This design comes from an exercise in tuning for small area, a short achievable clock period and few clock cycles per item on the open sky130 flow, not from production work.
The RTL was checked by simulation tests, not by an equivalence proof against the original design.

Setup of main:
// spmm_top
module spmm_top (
    input  logic              clk,
    input  logic              reset,
    input  logic              load_en,
    input  logic              load_sel,
    input  spmm_pkg::idx_t    load_addr,
    input  spmm_pkg::elem_t   load_data,
    input  spmm_pkg::prec_t   precision,
    input  logic              start,
    output logic              busy,
    output logic              done,
    output logic              sel_valid,
    output spmm_pkg::engine_t sel_engine,
    output spmm_pkg::cnt_t    macs_executed,
    output spmm_pkg::cnt_t    macs_skipped,
    input  spmm_pkg::idx_t    result_addr,
    output spmm_pkg::prod_t   result_data
);
    logic [16*8-1:0] a_flat;
    logic [16*8-1:0] b_flat;
    logic [15:0]     a_nz;
    logic [15:0]     b_nz;
    logic [15:0]     a_nz_next;
    logic [15:0]     b_nz_next;
    logic            c_clear;
    logic [3:0]      mac_neg;
    logic [3:0]      mac_one;
    logic [3:0]      mac_two;
    logic [4*8-1:0]  mac_b;
    logic            mac_cont;
    logic            wr_valid;
    logic [1:0]      wr_row;
    logic [4*16-1:0] c_row;
    operand_store u_operands (
        .clk       (clk),
        .load_en   (load_en),
        .load_sel  (load_sel),
        .load_addr (load_addr),
        .load_data (load_data),
        .a_flat    (a_flat),
        .b_flat    (b_flat),
        .a_nz      (a_nz),
        .b_nz      (b_nz),
        .a_nz_next (a_nz_next),
        .b_nz_next (b_nz_next)
    );
    spmm_control u_control (
        .clk           (clk),
        .reset         (reset),
        .start         (start),
        .precision     (precision),
        .a_flat        (a_flat),
        .b_flat        (b_flat),
  ...
For scale: ~780 flip-flops, roughly 60 I/O pins, roughly 37000 um^2 of cells after synthesis.
Settings: LEC_CHECK=0, CAP_MARGIN=20, CORE_MARGIN=2, CORE_UTILIZATION=40, SETUP_SLACK_MARGIN=5.0, SLEW_MARGIN=20; clock period 7.0 ns.
run.sh (not shown) runs the stock make flow with config.mk's settings and CLKGATE_MAP_FILE= SYNTH_SCRIPT=/design/flow/synth_recipe.tcl, a recipe that flattens the netlist after the stock synthesis.
Testbench counts of main, summed over its fixed seeds: cycles 8,139, jobs 192.
Here is what was changed in the inputs of the feature branch compared with main.
Settings: an added CTS_CLUSTER_DIAMETER of 60; an added CTS_CLUSTER_SIZE of 30; a change of SETUP_SLACK_MARGIN from 5.0 to 4.5; an added ABC_AREA of 1.
### Flow results
Taking main as the reference, in the feature branch setup slack on the worst flop-to-flop path climbed 60 ps. The run with more routed wire is main, not the feature branch. Every stage of the flow completed for the feature branch, and the final layout passed the timing, DRC and antenna checks. From main to the feature branch the numbers moved as follows: final worst-path cycle share lost 0.83 points; layout overhead on the synthesized area lost 13 points; via count picked up an extra 123; layout buffer count excluding clock buffers lost about 36%; global-route usage over all layers lost 1.1 points.

Another version of the RTL of spmm_top (not shown whole).
For scale: roughly 720 flip-flops, roughly 60 I/O pins.
==> flow/config.mk <==
export PLATFORM = sky130hd
export DESIGN_NAME = spmm_top
export DESIGN_NICKNAME = spmm_top
export VERILOG_FILES = /design/flow/design.v
export SDC_FILE = /design/flow/constraint.sdc
export NUM_CORES = 4
export LEC_CHECK = 0
export ABC_AREA = 1
export CAP_MARGIN = 20
export CORE_MARGIN = 2
export CORE_UTILIZATION = 40
export CTS_CLUSTER_DIAMETER = 60
export CTS_CLUSTER_SIZE = 30
export SETUP_SLACK_MARGIN = 4.5
export SLEW_MARGIN = 20
export TNS_END_PERCENT = 2
==> flow/constraint.sdc <==
create_clock -name core_clock -period 7.0 [get_ports {clk}]
set_input_delay 1.4000 -clock core_clock [delete_from_list [all_inputs] [get_ports {clk}]]
set_output_delay 1.4000 -clock core_clock [all_outputs]
set_load 0.01 [all_outputs]
Testbench counts at the start, summed over its fixed seeds: cycles 7,957, jobs 192.
Next try:
CTS_CLUSTER_DIAMETER = 80   (was 60)
TNS_END_PERCENT = 10   (was 2)
The changed run completed without violations.
Cell area hardly moves.
Setup slack stays flat.
Final cell count is about the same.
Sequential share of layout area rises by 0.16 points.
Wire length rises by 0.34%.
First-iteration DRC count barely changes.
Synthesized area is unchanged.
Clock skew rises by 0.012 ns.
Count of clock-buffer cells in the layout falls by 20.
Next try:
SETUP_SLACK_MARGIN = 4.4   (was 4.5)
After rerunning:
- worst setup slack barely changes
- clock-buffer cell count is unchanged
- cell count went down by 0.34%
- maximum frequency hardly moves
Next try:
ABC_AREA = not set   (was 1)
CTS_CLUSTER_DIAMETER = 60   (was 80)
SETUP_SLACK_MARGIN = 4.5   (was 4.4)
Design area climbs by about 2.2%.
First-iteration DRC count goes down by 7.9%.
Utilization came out higher by 2.7 points.
Final cell count decreases by 15%.
Next try:
ABC_AREA = 1   (was not set)
CTS_CLUSTER_DIAMETER = 80   (was 60)
GPL_ROUTABILITY_DRIVEN = 0   (was not set)
The new run went through all stages and came out clean.
Sequential share of layout area went up by 0.50 points.
Design area drops slightly.
Synthesized area rises by a few percent.
Cell count climbs by about a fifth.
Worst hold slack loses 0.022 ns.
Setup slack is better by 0.12 ns.
Critical path depth decreases by 10.
Core utilization fell by 2.3 points.
Die area rose by a few percent.
Next try:
CTS_CLUSTER_DIAMETER = 60   (was 80)
GPL_ROUTABILITY_DRIVEN = not set   (was 0)
Die area does not change.
Final area goes up by 1.4%.
Wire length barely changes.
First-iteration DRC count is higher by 1.6%.

== oak ==
RTL: one of the versions met above, not the one the previous note started from.
Size: roughly 780 flip-flops, ~60 I/O pins, about 37000 um2 of cells after synthesis.
Settings: LEC_CHECK=0, CAP_MARGIN=20, CORE_MARGIN=2, CORE_UTILIZATION=60, CTS_CLUSTER_DIAMETER=60, CTS_CLUSTER_SIZE=30, SETUP_SLACK_MARGIN=5.0, SLEW_MARGIN=20; clock period 7.0 ns.
Testbench counts of oak, summed over its fixed seeds: cycles 8,139, jobs 192.
Modified inputs, pine compared to oak
# oak
export LEC_CHECK = 0
export CAP_MARGIN = 20
export CORE_MARGIN = 2
export CORE_UTILIZATION = 60
export CTS_CLUSTER_DIAMETER = 60
export CTS_CLUSTER_SIZE = 30
export SETUP_SLACK_MARGIN = 5.0
export SLEW_MARGIN = 20
create_clock -name core_clock -period 7.0 [get_ports {clk}]
# pine
export LEC_CHECK = 0
export ABC_AREA = 1
export CAP_MARGIN = 20
export CORE_MARGIN = 2
export CORE_UTILIZATION = 40
export SETUP_SLACK_MARGIN = 4.5
export SLEW_MARGIN = 20
create_clock -name core_clock -period 7.0 [get_ports {clk}]
Findings:
Shortest period the worst path allows sits lower in pine than in oak. From oak to pine the numbers moved as follows: number of buffers inserted to repair setup after CTS shrank by about 55%, mean instance size in the synthesized netlist shrank by about 12%. Number of instances in the synthesized netlist (lower): oak. Of pine and oak, it is pine that has the lower antenna diode count. Diff oak -> pine: cell area has decreased, multi-input gate share of the layout cell area fell 2.6 points. Comparing area added between synthesis and finish for pine and oak, the smaller number came from pine. Comparing pine and oak, the lower number of combinational gates with multiple inputs is on oak.
Inputs modified between pine and birch:
# pine
export LEC_CHECK = 0
export ABC_AREA = 1
export CAP_MARGIN = 20
export CORE_MARGIN = 2
export CORE_UTILIZATION = 40
export SETUP_SLACK_MARGIN = 4.5
export SLEW_MARGIN = 20
create_clock -name core_clock -period 7.0 [get_ports {clk}]
# birch
export LEC_CHECK = 0
export CAP_MARGIN = 20
export CORE_MARGIN = 2
export CORE_UTILIZATION = 40
export SETUP_SLACK_MARGIN = 4.5
export SLEW_MARGIN = 20
create_clock -name core_clock -period 7.0 [get_ports {clk}]
Results
- Clock buffer count on birch is down relative to pine.
- What birch reported for mean instance size in the synthesized netlist has to be multiplied by 0.876 to get the figure for pine.
- Worst slew margin relative to its limit across pine and birch: no real change.
- From pine to birch the numbers moved as follows: global-route wire length before repair has decreased, share of the clock period used by the worst path went up 0.95 points.

RTL: one of the versions met above, not the one the previous note started from.
Size: ~36,000 um^2 of cells after synthesis.
// spmm_top
module spmm_top (
    input  logic              clk,
    input  logic              reset,
    input  logic              load_en,
    input  logic              load_sel,
    input  spmm_pkg::idx_t    load_addr,
    input  spmm_pkg::elem_t   load_data,
    input  spmm_pkg::prec_t   precision,
    input  logic              start,
    output logic              busy,
    output logic              done,
    output logic              sel_valid,
    output spmm_pkg::engine_t sel_engine,
    output spmm_pkg::cnt_t    macs_executed,
    output spmm_pkg::cnt_t    macs_skipped,
    input  spmm_pkg::idx_t    result_addr,
    output spmm_pkg::prod_t   result_data
);
Settings: LEC_CHECK=0, ABC_AREA=1, CAP_MARGIN=20, CORE_MARGIN=2, CORE_UTILIZATION=40, CTS_CLUSTER_DIAMETER=60, CTS_CLUSTER_SIZE=30, SETUP_SLACK_MARGIN=4.5, SLEW_MARGIN=20; clock period 7.0 ns.
Testbench counts at the start, summed over its fixed seeds: cycles 7,957, jobs 192.
Next try:
- CORE_UTILIZATION: 40 -> 50
- TNS_END_PERCENT: default -> 10
- sequential cell count is unchanged
- via count came out higher by about 2.7%
- critical path depth came out lower by 2
- core utilization came out higher by 11 points
- design area came out lower by 2.5%
- routed wire length came out higher by 4.3%
- setup slack is about the same
- count of clock-buffer cells in the layout came out lower by 2
- die area came out lower by 20%
Next try:
- ABC_AREA: 1 -> default
- CORE_UTILIZATION: 50 -> 40
- CTS_CLUSTER_DIAMETER: 60 -> default
- CTS_CLUSTER_SIZE: 30 -> default
- TNS_END_PERCENT: 10 -> default
=> The new run went through all stages and came out clean. Via count drops by a little under a tenth. Global-route usage decreases by 6.3 points. Final area came out higher by a few percent. Setup slack degrades by 230 ps.
Next try:
- ABC_AREA: default -> 1
- CTS_CLUSTER_DIAMETER: default -> 60
- CTS_CLUSTER_SIZE: default -> 40
- TNS_END_PERCENT: default -> 10
Effect: Critical path depth shrinks by 1. Register-to-register slack improved by 230 ps. Sequential share of layout area rose by 2.7 points. Wire length decreases by 4.4%. Final area falls by 6.2%.

-- what the ideal ports hide --
In the flow no input, the clock included, has a driving cell. The finished layouts below were timed again as built, in two steps.
Step 1: set_driving_cell puts a clkbuf_16 on clk and a buf_2 on each other input, an assumption about the parent block.
Step 2 also shifts input and output timing later by t, the mid clock arrival at the registers, as if the neighbouring blocks saw the same clock.
Slacks: no drivers / after step 1 / after step 2; pairs: no drivers / after step 1.
run	t (ns)	setup slack, ns	worst hold slack (ns)	worst slew at a driven data input, ns
main	0.718	4.255 / 4.255 / 3.944	0.365 / 0.365 / 0.365	0.09
the feature branch	0.739	4.314 / 4.305 / 3.762	0.397 / 0.397 / 0.397	0.04
the first run of note 2	0.730	4.305 / 4.286 / 3.641	0.420 / 0.420 / 0.420	0.13
the second run of note 2	0.683	4.307 / 4.240 / 3.675	0.412 / 0.412 / 0.412	0.12
the third run of note 2	0.680	4.305 / 4.238 / 3.581	0.413 / 0.413 / 0.413	0.13
the fourth run of note 2	0.710	4.187 / 4.160 / 3.654	0.434 / 0.434 / 0.434	0.06
the fifth run of note 2	0.683	4.307 / 4.240 / 3.675	0.412 / 0.412 / 0.412	0.12
the sixth run of note 2	0.734	4.333 / 4.283 / 3.759	0.416 / 0.416 / 0.416	0.13
oak	0.702	4.249 / 4.249 / 3.891	0.377 / 0.377 / 0.377	0.17
pine	0.722	4.321 / 4.317 / 3.821	0.393 / 0.393 / 0.393	0.04
birch	0.701	4.254 / 4.254 / 3.799	0.388 / 0.388 / 0.388	0.09
the first run of note 4	0.722	4.329 / 4.318 / 3.843	0.421 / 0.421 / 0.421	0.09
the second run of note 4	0.719	4.332 / 4.287 / 3.752	0.427 / 0.427 / 0.427	0.08
the third run of note 4	0.702	4.102 / 4.102 / 3.717	0.411 / 0.411 / 0.411	0.08
the fourth run of note 4	0.734	4.333 / 4.283 / 3.759	0.416 / 0.416 / 0.416	0.13
After both steps setup and hold are still met in every run listed. For the third run of note 2, which loses most, drivers alone change the setup slack by -0.067 ns; drivers and shift together by -0.724 ns.
